Source: an optimization exercise on an open RTL-to-GDS flow (aim: small area and a short achievable clock period). Production flows keep margins and buffers that such runs may drop. RTL that was checked went through simulation tests only; none was proved equivalent to the original. No activity file was given, so power comes from the tool's default toggle rates.

run A:
// txController
module txController
#(
	parameter int loopDepth = 16
)
(
	input  wire                            txCLK,
	input  wire                            arstN,
	input  wire                            run,
	input  wire                            extTrig,
	input  wire txProgramPkg::channelMaskT userChannelMask,
	input  wire                            adcTriggerAck,
	input  wire txProgramPkg::ctrlWordT    outputControlReg,
	input  wire txProgramPkg::stepTimeT    timingReg,
	input  wire [31:0]                     loopAddressReg,
	input  wire [31:0]                     loopCounterReg,
	output txProgramPkg::progAddrT         readAddr,
	output txProgramPkg::loopIdxT          loopReadAddr,
	output txSeqPkg::txOutT                txOut
);
==> flow/config.mk <==
export PLATFORM = sky130hd
export DESIGN_NAME = txController
export DESIGN_NICKNAME = txController
export VERILOG_FILES = /design/flow/design.v
export SDC_FILE = /design/flow/constraint.sdc
export NUM_CORES = 4
export LEC_CHECK = 0
export CAP_MARGIN = 20
export CORE_MARGIN = 2
export CORE_UTILIZATION = 40
export GPL_ROUTABILITY_DRIVEN = 0
export SETUP_SLACK_MARGIN = 4.2
export SLEW_MARGIN = 20
export SYNTH_HIERARCHICAL = 1
==> flow/constraint.sdc <==
create_clock -name core_clock -period 7.0 [get_ports {txCLK}]
set_input_delay 1.4000 -clock core_clock [delete_from_list [all_inputs] [get_ports {txCLK}]]
set_output_delay 1.4000 -clock core_clock [all_outputs]
set_load 0.01 [all_outputs]
standard.sh (not shown) runs the stock make flow with config.mk's settings and CLKGATE_MAP_FILE= SYNTH_SCRIPT=/design/flow/synth_recipe.tcl, a recipe that flattens the netlist after the stock synthesis.
==> flow/flow/run.sh <==
#!/bin/bash
set -euo pipefail
bash standard.sh \
	'CTS_ARGS=-sink_clustering_enable -repair_clock_nets -dont_use_dummy_load -sink_clustering_size 22 -sink_clustering_max_diameter 100' \
	'BUFFER_PORTS_ARGS=-buffer_cell sky130_fd_sc_hd__buf_2' \
	finish > flow_standard.log 2>&1
Run A: no failed stages, no open violations at the end
Input changes introduced in run B (baseline for comparison: run A):
Settings: clearing GPL_ROUTABILITY_DRIVEN, which used to be 0; swapping 20 for 10 in CAP_MARGIN; swapping 20 for 10 in SLEW_MARGIN; swapping 4.2 for 4.25 in SETUP_SLACK_MARGIN.
### Flow results
Run B reached the final stage; the timing, DRC and antenna checks on its layout passed.
Multi-input gate area in the final layout: run A and run B compared, higher one is run B
In the tables for run A and run B, global-route usage reads higher with run B.
Compare run A and run B | routed wire length higher: run B
Status: sequential cell area in the final layout parity (run A, run B)
Clock buffer instance count of the final layout (lower): run B
Of run A and run B, the run reporting the higher power share of the combinational group was run B.
Looking at non-clock inverter count in the final layout, run B sits 2 lower than run A does.
[inputs] run C vs run B
Settings: SLEW_MARGIN: 10 -> 20; PLACE_DENSITY: unset -> 0.7; CORE_UTILIZATION: 40 -> 55; SETUP_SLACK_MARGIN: 4.25 -> 4.2; CAP_MARGIN: 10 -> 20.
Findings:
- Run C ended with every stage complete and zero timing, DRC or antenna violations.
- For run B, the highest metal layer with signal wires was met5, unlike run C, where it was met4.
- Taking run B as the reference, in run C global-route wire length before repair went down about 5%; placer congestion estimate grew by 0.058; highest net fanout along the worst path lower; share of layout cells above drive strength 1 lost 2.3 points; die area fell by about 27%.
- Taking run B over run C, the horizontal die dimension ratio works out to 1.17.
Edits applied to the flow inputs when going from run C to run D:
Settings: CORE_UTILIZATION now 40, was 55; PLACE_DENSITY no longer set, was 0.7.
Results
Delta (run D minus run C): worst reg-to-reg setup slack now sits higher, via count now sits lower, number of buffers inserted during clock tree synthesis now sits higher, post-layout total power now sits higher, number of global-route vias before repair now sits lower. Run D ended up with a41oi_1 as its master of the slowest instance on the critical path; run C ended up with dfxtp_2.
### run D -> run E
==> flow/run.sh (new file) <==
#!/bin/bash
# synth_recipe.tcl (not shown) runs the flow's synth.tcl, then flattens the netlist and writes it again
# the make line also repeats each setting of config.mk as NAME=value (left out here)
make -C /OpenROAD-flow-scripts/flow DESIGN_CONFIG=/design/flow/config.mk WORK_HOME=/design/flow/orfs CLKGATE_MAP_FILE= SYNTH_SCRIPT=/design/flow/synth_recipe.tcl finish
removed: flow/flow/run.sh
removed: flow/standard.sh
## What came out
Compared to run D, run E has clock share of power 8.7 points higher. Run E vs run D — clock group total power climbed by more than half. [compare] base=run D new=run E: final cycle utilization of the critical path rose by 1.2 points, switching share of power now sits lower, overall power consumption increased about 10%, via count saw an increase, buffers plus inverters on the worst setup path rose by 2. Clock period minus worst slack: run D and run E compared, higher one is run E. Per the comparison of run E with run D, cell area after layout higher, worst setup slack lower.

* * *

Setup of 09-10:
Starting RTL as in the previous note.
// txController
module txController
#(
	parameter int loopDepth = 16
)
(
	input  wire                            txCLK,
	input  wire                            arstN,
	input  wire                            run,
	input  wire                            extTrig,
	input  wire txProgramPkg::channelMaskT userChannelMask,
	input  wire                            adcTriggerAck,
	input  wire txProgramPkg::ctrlWordT    outputControlReg,
	input  wire txProgramPkg::stepTimeT    timingReg,
	input  wire [31:0]                     loopAddressReg,
	input  wire [31:0]                     loopCounterReg,
	output txProgramPkg::progAddrT         readAddr,
	output txProgramPkg::loopIdxT          loopReadAddr,
	output txSeqPkg::txOutT                txOut
);
==> flow/config.mk <==
export PLATFORM = sky130hd
export DESIGN_NAME = txController
export DESIGN_NICKNAME = txController
export VERILOG_FILES = /design/flow/design.v
export SDC_FILE = /design/flow/constraint.sdc
export NUM_CORES = 4
export LEC_CHECK = 0
export CAP_MARGIN = 20
export CORE_MARGIN = 2
export CORE_UTILIZATION = 40
export SETUP_SLACK_MARGIN = 4.35
export SLEW_MARGIN = 20
export SYNTH_HIERARCHICAL = 1
==> flow/constraint.sdc <==
create_clock -name core_clock -period 7.0 [get_ports {txCLK}]
set_input_delay 1.4000 -clock core_clock [delete_from_list [all_inputs] [get_ports {txCLK}]]
set_output_delay 1.4000 -clock core_clock [all_outputs]
set_load 0.01 [all_outputs]
==> flow/flow/run.sh <==
#!/bin/bash
set -euo pipefail
bash standard.sh \
	'CTS_ARGS=-sink_clustering_enable -repair_clock_nets -dont_use_dummy_load -sink_clustering_size 22 -sink_clustering_max_diameter 100' \
	'BUFFER_PORTS_ARGS=-buffer_cell sky130_fd_sc_hd__buf_2' \
	finish > flow_standard.log 2>&1
The following lists how 07-06 was set up differently from 09-10:
- SETUP_SLACK_MARGIN now 4.2, was 4.35
==> flow/flow/run.sh <==
#!/bin/bash
set -euo pipefail
bash standard.sh \
	'CTS_ARGS=-sink_clustering_enable -repair_clock_nets -dont_use_dummy_load -sink_clustering_size 26 -sink_clustering_max_diameter 90' \
	'BUFFER_PORTS_ARGS=-buffer_cell sky130_fd_sc_hd__buf_2' \
	finish > flow_standard.log 2>&1
Findings:
- 07-06 finished all stages; the layout is clean.
- 07-06 vs 09-10: non-clock buffer count down by more than a quarter
- Against 09-10, 07-06 reports a worst hold slack that is lower.
- The timing endpoint of the critical path comes out grant[10] in one run and grantW[4] in the other, namely in 07-06 and 09-10 respectively.
- Summary: power, 07-06 better than 09-10
- Switching power as a share of total power in 07-06 is 0.42 points above 09-10.
- Placed wire-length estimate is lower on 07-06

* * *

Starting RTL as in the previous note.
export LEC_CHECK = 0
export CAP_MARGIN = 20
export CORE_MARGIN = 2
export CORE_UTILIZATION = 40
export SETUP_SLACK_MARGIN = 4.2
export SLEW_MARGIN = 20
export SYNTH_HIERARCHICAL = 1
export TNS_END_PERCENT = 20
create_clock -name core_clock -period 7.0 [get_ports {txCLK}]
==> flow/flow/run.sh <==
#!/bin/bash
set -euo pipefail
bash standard.sh \
	'CTS_ARGS=-sink_clustering_enable -repair_clock_nets -dont_use_dummy_load -sink_clustering_size 22 -sink_clustering_max_diameter 100' \
	'BUFFER_PORTS_ARGS=-buffer_cell sky130_fd_sc_hd__buf_2' \
	finish > flow_standard.log 2>&1
The starting point finished with timing, DRC and antenna clean.
Rerun with:
==> flow/flow/run.sh (replaced) <==
#!/bin/bash
set -euo pipefail
bash standard.sh \
	'CTS_ARGS=-sink_clustering_enable -repair_clock_nets -dont_use_dummy_load -sink_clustering_size 30 -sink_clustering_max_diameter 80' \
	'BUFFER_PORTS_ARGS=-buffer_cell sky130_fd_sc_hd__buf_2' \
	finish > flow_standard.log 2>&1
- TNS_END_PERCENT: 20 -> unset
After rerunning: Sequential power barely changes; clock power came out lower by 9.8%; setup slack gains 12 ps; clock skew came out higher by 28 ps; die area stays the same; count of clock-buffer cells in the layout came out lower by 12; sequential cell count stays the same; core utilization came out lower by 0.39 points; total power came out lower by 1.8%; via count came out lower by 0.72%; combinational power hardly moves.

* * *

txController, a different RTL version from the one above (not shown whole).
Size: ~1200 flip-flops, about 190 I/O pins, about 44000 um^2 of cells after synthesis.
==> flow/config.mk <==
export PLATFORM = sky130hd
export DESIGN_NAME = txController
export DESIGN_NICKNAME = txController
export VERILOG_FILES = /design/flow/design.v
export SDC_FILE = /design/flow/constraint.sdc
export NUM_CORES = 4
export LEC_CHECK = 0
export CAP_MARGIN = 20
export CORE_MARGIN = 2
export CORE_UTILIZATION = 40
export SETUP_SLACK_MARGIN = 4.2
export SLEW_MARGIN = 20
export SYNTH_HIERARCHICAL = 1
==> flow/constraint.sdc <==
create_clock -name core_clock -period 7.0 [get_ports {txCLK}]
set_input_delay 1.4000 -clock core_clock [delete_from_list [all_inputs] [get_ports {txCLK}]]
set_output_delay 1.4000 -clock core_clock [all_outputs]
set_load 0.01 [all_outputs]
run.sh (not shown) runs the stock make flow with config.mk's settings and CLKGATE_MAP_FILE= SYNTH_SCRIPT=/design/flow/synth_recipe.tcl, a recipe that flattens the netlist after the stock synthesis.
Stock flow here: none of the scripts above is used.
The first run completed without violations.
==> next run, changes <==
==> flow/flow/run.sh (new file) <==
#!/bin/bash
set -euo pipefail
bash standard.sh \
	'CTS_ARGS=-sink_clustering_enable -repair_clock_nets -dont_use_dummy_load' \
	'BUFFER_PORTS_ARGS=-buffer_cell sky130_fd_sc_hd__buf_2' \
	finish > flow_standard.log 2>&1
==> flow/standard.sh (new file) <==
#!/bin/bash
# synth_recipe.tcl (not shown) runs the flow's synth.tcl, then flattens the netlist and writes it again
# the make line also repeats each setting of config.mk as NAME=value (left out here)
make -C /OpenROAD-flow-scripts/flow DESIGN_CONFIG=/design/flow/config.mk WORK_HOME=/design/flow/orfs CLKGATE_MAP_FILE= SYNTH_SCRIPT=/design/flow/synth_recipe.tcl "${@:-finish}"
removed: flow/run.sh
Die area is unchanged.
Core utilization fell by 1.9 points.
Via count goes down slightly.
Wire length came out lower slightly.
Global-route usage goes down by 0.52 points.
No functional check of the RTL was part of any run of this note.

==> what the ideal ports hide <==
The flow's constraints put no driver on any port. The routed layouts listed below were extracted and timed again, unchanged, in two steps. Step 1, drivers: a clkbuf_16 drives txCLK and a buf_2 each remaining input, both assumed. Step 2 times the ports against the registers' clock, not the clock port: input delays grow and output delays shrink by t, the midpoint of the rising clock arrivals with the driver on. Slacks: ideal / step 1 / step 2; pairs: ideal / step 1.
| run | t (ns) | slack for setup (ns) | worst slew at a driven data input, ns | cell pins on the clock port's net |
|---|---|---|---|---|
| run A | 0.708 | 4.173 / 4.173 / 4.041 | 0.12 | 1 |
| run B | 0.706 | 4.188 / 4.188 / 4.086 | 0.13 | 1 |
| run C | 0.681 | 4.102 / 4.102 / 4.102 | 0.11 | 1 |
| run D | 0.705 | 4.145 / 4.145 / 4.057 | 0.13 | 1 |
| run E | 0.819 | 4.064 / 4.064 / 3.710 | 0.13 | 1 |
| 09-10 | 0.699 | 4.232 / 4.232 / 4.179 | 0.12 | 1 |
| 07-06 | 0.740 | 4.176 / 4.176 / 4.031 | 0.13 | 1 |
| the first run of note 3 | 0.716 | 4.134 / 4.134 / 4.134 | 0.13 | 1 |
| the second run of note 3 | 0.757 | 4.146 / 4.146 / 4.068 | 0.15 | 1 |
| the first run of note 4 | 0.796 | 3.868 / 3.868 / 3.259 | 0.08 | 1 |
| the second run of note 4 | 0.779 | 3.827 / 3.827 / 3.513 | 0.07 | 1 |
After both steps every run listed still meets setup and hold. For the first run of note 4, which loses most, drivers alone change the setup slack by 0.000 ns; drivers and shift together by -0.609 ns.
